Context: an optimization exercise on an open-source flow, tuned for small area, a short achievable clock period and few clock cycles per item. The choices shown serve that exercise and are no tape-out recipe.
At most, simulation tests tie the RTL to the original design; equivalence was not proved.

Setup of main:
==> flow/design.v (excerpt) <==
module hsl_to_rgb_converter #(
    parameter int unsigned FRAC_BITS = hsl2rgb_pkg::FRAC_BITS_DEF
) (
    input  logic             i_clk,
    input  logic             i_rst_n,
    input  logic             i_pix_valid,
    output logic             i_pix_ready,
    input  logic [hsl2rgb_pkg::HUE_W-1:0] i_pix_hue,
    input  logic [hsl2rgb_pkg::SL_W-1:0]  i_pix_saturation,
    input  logic [hsl2rgb_pkg::SL_W-1:0]  i_pix_lightness,
    output logic             o_pix_valid,
    input  logic             o_pix_ready,
    output logic [hsl2rgb_pkg::CH_W-1:0]  o_pix_red,
    output logic [hsl2rgb_pkg::CH_W-1:0]  o_pix_green,
    output logic [hsl2rgb_pkg::CH_W-1:0]  o_pix_blue
);
make LEC_CHECK=0 ABC_AREA=1 CAP_MARGIN=20 CORE_MARGIN=2 CORE_UTILIZATION=45 PLACE_DENSITY=0.6 SETUP_SLACK_MARGIN=4.0 SLEW_MARGIN=20 SYNTH_HIERARCHICAL=1 finish   # period 8.0 ns
run.sh (not shown) runs the stock make flow with config.mk's settings and CLKGATE_MAP_FILE= SYNTH_SCRIPT=/design/flow/synth_recipe.tcl, a recipe that flattens the netlist after the stock synthesis.
main: full flow OK, the timing, design-rule and antenna checks passed
The inputs of the feature branch differ from those of main as listed below.
--- a/flow/config.mk
+++ b/flow/config.mk
@@ -11,5 +11,5 @@
 export CORE_UTILIZATION = 45
 export PLACE_DENSITY = 0.6
-export SETUP_SLACK_MARGIN = 4.0
+export SETUP_SLACK_MARGIN = 5.0
 export SLEW_MARGIN = 20
 export SYNTH_HIERARCHICAL = 1
--- outcome ---
From main to the feature branch the numbers moved as follows: initial core utilization barely changed; fraction of area in multi-input gates saw a decrease; global-route wire length before repair went up. On non-clock buffer count: between the feature branch and main, it ends up lower for main. Compared with main, in the feature branch first-pass detailed-route iteration total saw an increase; number of standard cells in the layout, taps in and fillers out now sits higher; relative area of non-clock buffer cells in the final design moved up; clock buffer count shrank by 3.
No run of this note included a check of the RTL's function; only the layout flow was run.

* * *

Another version of the RTL of hsl_to_rgb_converter (not shown whole).
Size: roughly 2900 cells after synthesis, roughly 400 flip-flops, about 68 I/O pins, ~29000 um^2 of cells after synthesis.
clock: 8.0 ns
lec_check: 0
abc_area: 1
cap_margin: 20
core_margin: 2
core_utilization: 55
place_density: 0.75
setup_slack_margin: 4.7
slew_margin: 20
synth_hierarchical: 1
The baseline went through all stages and came out clean.
Testbench counts at the start, summed over its fixed seeds: cycles 32,048, items 32,000.
Next try:
--- a/flow/config.mk
+++ b/flow/config.mk
@@ -11,4 +11,5 @@
 export CORE_UTILIZATION = 55
+export CTS_BUF_LIST = sky130_fd_sc_hd__clkbuf_8
 export PLACE_DENSITY = 0.75
-export SETUP_SLACK_MARGIN = 4.7
+export SETUP_SLACK_MARGIN = 4.4
 export SLEW_MARGIN = 20
After rerunning: Cell area fell by about 5.5%. Cell count fell by about 2.5%. Core utilization fell by 3.6 points. Wire length fell by about 9%. Hold slack is worse by 11 ps. Worst setup slack is worse by 93 ps. Non-clock buffer count fell by 127.
Next try:
--- a/flow/config.mk
+++ b/flow/config.mk
@@ -10,5 +10,4 @@
 export CORE_MARGIN = 2
-export CORE_UTILIZATION = 55
-export CTS_BUF_LIST = sky130_fd_sc_hd__clkbuf_8
-export PLACE_DENSITY = 0.75
+export CORE_UTILIZATION = 45
+export PLACE_DENSITY = 0.6
 export SETUP_SLACK_MARGIN = 4.4
- synthesized cell count stays the same
- die area rose by 22%
- sequential share of layout area fell by 0.43 points
- cell area rose by 1.2%
- critical path depth stays the same
- worst hold slack improved by 18 ps
- clock-buffer cell count fell by 8
- setup slack improved by 74 ps
Next try:
--- a/flow/config.mk
+++ b/flow/config.mk
@@ -10,4 +10,4 @@
 export CORE_MARGIN = 2
-export CORE_UTILIZATION = 45
-export PLACE_DENSITY = 0.6
+export CORE_UTILIZATION = 65
+export PLACE_DENSITY = 0.85
 export SETUP_SLACK_MARGIN = 4.4
The changed run completed without violations.
Routed wire length climbs by about 0.36%.
Global-route usage went up by 9.6 points.
Synthesized area does not change.
Die area drops by about 30%.
Worst setup slack is worse by 44 ps.
Cell area came out lower by 0.82%.
Sequential share of layout area grows by 0.31 points.

* * *

P:
Starting RTL as in the previous note.
==> flow/config.mk <==
export PLATFORM = sky130hd
export DESIGN_NAME = hsl_to_rgb_converter
export DESIGN_NICKNAME = hsl_to_rgb_converter
export VERILOG_FILES = /design/flow/design.v
export SDC_FILE = /design/flow/constraint.sdc
export NUM_CORES = 4
export LEC_CHECK = 0
export ABC_AREA = 1
export CAP_MARGIN = 20
export CORE_MARGIN = 2
export CORE_UTILIZATION = 55
export CTS_BUF_LIST = sky130_fd_sc_hd__clkbuf_4
export PLACE_DENSITY = 0.75
export SETUP_SLACK_MARGIN = 4.4
export SLEW_MARGIN = 20
export SYNTH_HIERARCHICAL = 1
==> flow/constraint.sdc <==
create_clock -name core_clock -period 8.0 [get_ports {i_clk}]
set_input_delay 1.6000 -clock core_clock [delete_from_list [all_inputs] [get_ports {i_clk}]]
set_output_delay 1.6000 -clock core_clock [all_outputs]
set_load 0.01 [all_outputs]
Testbench counts of P, summed over its fixed seeds: cycles 32,048, items 32,000.
Changes in Q relative to P:
- CTS_BUF_LIST no longer set, was sky130_fd_sc_hd__clkbuf_4
--- outcome ---
| CTS H-tree depth | Q vs P | 1 lower |
Comparing the two runs side by side, Q comes out ahead of P on wire length.
Between Q and P, the difference in hold slack is negligible.
The higher critical path depth of Q and P is in P.
[compare] base=P new=Q: detailed route wirelength on metal3 decreased by about 10% relative to the old numbers; buffer and inverter count on the worst path moved down; final critical-path setup slack higher.
On post-cts sizing count, the lower figure sits with Q, not P.
Going from P to Q, via total after detailed routing down 744.

* * *

Another version of the RTL of hsl_to_rgb_converter (not shown whole).
Size: ~440 flip-flops, about 68 I/O pins.
## hsl_to_rgb_converter
module hsl_to_rgb_converter #(
    parameter int unsigned FRAC_BITS = hsl2rgb_pkg::FRAC_BITS_DEF
) (
    input  logic             i_clk,
    input  logic             i_rst_n,
    input  logic             i_pix_valid,
    output logic             i_pix_ready,
    input  logic [hsl2rgb_pkg::HUE_W-1:0] i_pix_hue,
    input  logic [hsl2rgb_pkg::SL_W-1:0]  i_pix_saturation,
    input  logic [hsl2rgb_pkg::SL_W-1:0]  i_pix_lightness,
    output logic             o_pix_valid,
    input  logic             o_pix_ready,
    output logic [hsl2rgb_pkg::CH_W-1:0]  o_pix_red,
    output logic [hsl2rgb_pkg::CH_W-1:0]  o_pix_green,
    output logic [hsl2rgb_pkg::CH_W-1:0]  o_pix_blue
);
    logic en;
    logic sc_1;
    logic sc_2;
    logic sc_3;
    logic sc_4;
    logic sc_5;
    logic sc_6;
    logic sc_7;
    logic sc_8;
    logic sc_9;
    logic sc_10;
    logic sc_11;
    logic sc_12;
    logic lc_13;
    logic lc_14;
    logic lc_15;
    logic lc_16;
    logic lc_17;
    logic lc_18;
    logic lc_19;
    logic lc_20;
    logic lc_21;
    logic lc_22;
    logic lc_23;
    logic lc_24;
    logic mi_25;
    logic mi_26;
    logic mi_27;
    logic mi_28;
    logic mi_29;
  ...
==> flow/config.mk <==
export PLATFORM = sky130hd
export DESIGN_NAME = hsl_to_rgb_converter
export DESIGN_NICKNAME = hsl_to_rgb_converter
export VERILOG_FILES = /design/flow/design.v
export SDC_FILE = /design/flow/constraint.sdc
export NUM_CORES = 4
export LEC_CHECK = 0
export ABC_AREA = 1
export CAP_MARGIN = 20
export CORE_MARGIN = 2
export CORE_UTILIZATION = 55
export PLACE_DENSITY = 0.75
export SETUP_SLACK_MARGIN = 4.9
export SLEW_MARGIN = 20
export SYNTH_HIERARCHICAL = 1
==> flow/constraint.sdc <==
create_clock -name core_clock -period 8.0 [get_ports {i_clk}]
set_input_delay 1.6000 -clock core_clock [delete_from_list [all_inputs] [get_ports {i_clk}]]
set_output_delay 1.6000 -clock core_clock [all_outputs]
set_load 0.01 [all_outputs]
Testbench counts at the start, summed over its fixed seeds: cycles 32,048, items 32,000.
Edit:
- ABC_AREA: 1 -> 0
Effect: Setup slack degrades by 0.41 ns; worst hold slack improves by 0.0032 ns; cell area fell by 2.1%; routed wire length fell by 16%; die area fell by 3.3%.
Edit:
- ABC_AREA: 0 -> 1
- SETUP_SLACK_MARGIN: 4.9 -> 5.0
=> The changed run completed with no timing, DRC or antenna violations. Worst hold slack stays flat. Wire length rises by 30%. Die area goes up by 3.4%. Critical path depth fell by 11.

* * *

## amber
Another version of the RTL of hsl_to_rgb_converter (not shown whole).
For scale: ~180 flip-flops, ~68 I/O pins, roughly 0.021 mm^2 of cells after synthesis.
export LEC_CHECK = 0
export ABC_AREA = 1
export CAP_MARGIN = 20
export CORE_MARGIN = 2
export CORE_UTILIZATION = 45
export PLACE_DENSITY = 0.6
export SETUP_SLACK_MARGIN = 2.0
export SLEW_MARGIN = 20
export SYNTH_HIERARCHICAL = 1
create_clock -name core_clock -period 8.0 [get_ports {i_clk}]
## Diff of input files: xenon against amber
# amber
export LEC_CHECK = 0
export ABC_AREA = 1
export CAP_MARGIN = 20
export CORE_MARGIN = 2
export CORE_UTILIZATION = 45
export PLACE_DENSITY = 0.6
export SETUP_SLACK_MARGIN = 2.0
export SLEW_MARGIN = 20
export SYNTH_HIERARCHICAL = 1
create_clock -name core_clock -period 8.0 [get_ports {i_clk}]
# xenon
export LEC_CHECK = 0
export CAP_MARGIN = 20
export CORE_MARGIN = 2
export CORE_UTILIZATION = 45
export PLACE_DENSITY = 0.6
export SETUP_SLACK_MARGIN = 2.0
export SLEW_MARGIN = 20
export SYNTH_HIERARCHICAL = 1
create_clock -name core_clock -period 8.0 [get_ports {i_clk}]
==> run notes <==
From amber to xenon the numbers moved as follows: least setup slack across all paths after layout moved down, final critical-path required period climbed 0.013 ns, portion of the clock cycle consumed by the worst path in the final layout shows an increase of 0.17 points, clock insertion delay at the later pin of the skew report stayed essentially flat. Wire: xenon routes less than amber. Compared with amber, in xenon xor and xnor fraction of the mapped netlist area shows an increase of 0.44 points, area of the core region shows no meaningful change, multi-input combinational area share shows an increase of 1.4 points. Having completed the whole flow, xenon delivered a layout that passed the timing, design-rule and antenna checks. Going from amber to xenon, the non-clock buffer share of cell area was found to have gone up by 1.3 points.
No run of this note included a check of the RTL's function; only the layout flow was run.

## separate check: timing with driven ports
The results above use ideal ports. As a check the final layouts listed here were re-extracted and re-timed, cells and wires unchanged. Step 1 (the two cells are an assumption about what drives the block):
set clk [get_ports {i_clk}]
set_driving_cell -lib_cell sky130_fd_sc_hd__clkbuf_16 $clk
set_driving_cell -lib_cell sky130_fd_sc_hd__buf_2 [delete_from_list [all_inputs] $clk]
Step 2 also shifts input and output timing later by t, the mid clock arrival at the registers, as if the neighbouring blocks saw the same clock. Slacks: ideal ports / drivers / drivers and shift; pairs: ideal ports / drivers.
run | t (ns) | slack for setup (ns) | worst setup path after step 2 | latest minus earliest clock arrival (ns)
main | 0.646 | 4.217 / 4.152 / 4.336 | register to register | 0.018 / 0.018
the feature branch | 0.667 | 4.619 / 4.619 / 4.619 | register to register | 0.042 / 0.042
the first run of note 2 | 0.659 | 4.425 / 4.425 / 4.425 | register to register | 0.024 / 0.024
the second run of note 2 | 0.716 | 4.332 / 4.332 / 4.332 | register to register | 0.068 / 0.069
the third run of note 2 | 0.639 | 4.405 / 4.405 / 4.405 | register to register | 0.030 / 0.030
the fourth run of note 2 | 0.656 | 4.362 / 4.362 / 4.362 | register to register | 0.048 / 0.048
P | 0.887 | 4.364 / 4.364 / 4.364 | register to register | 0.106 / 0.107
Q | 0.641 | 4.450 / 4.450 / 4.450 | register to register | 0.038 / 0.039
the first run of note 4 | 0.651 | 4.843 / 4.843 / 4.499 | input to register | 0.019 / 0.019
the second run of note 4 | 0.641 | 4.437 / 4.437 / 4.437 | register to register | 0.031 / 0.031
the third run of note 4 | 0.660 | 4.788 / 4.788 / 4.685 | input to register | 0.038 / 0.038
amber | 0.547 | 2.201 / 2.201 / 2.201 | register to register | 0.018 / 0.018
xenon | 0.550 | 2.188 / 2.188 / 2.188 | register to register | 0.017 / 0.017
After both steps setup and hold are still met in every run listed. The setup slack of the first run of note 4, which loses most, moves by 0.000 ns with the drivers and by -0.344 ns with both steps.
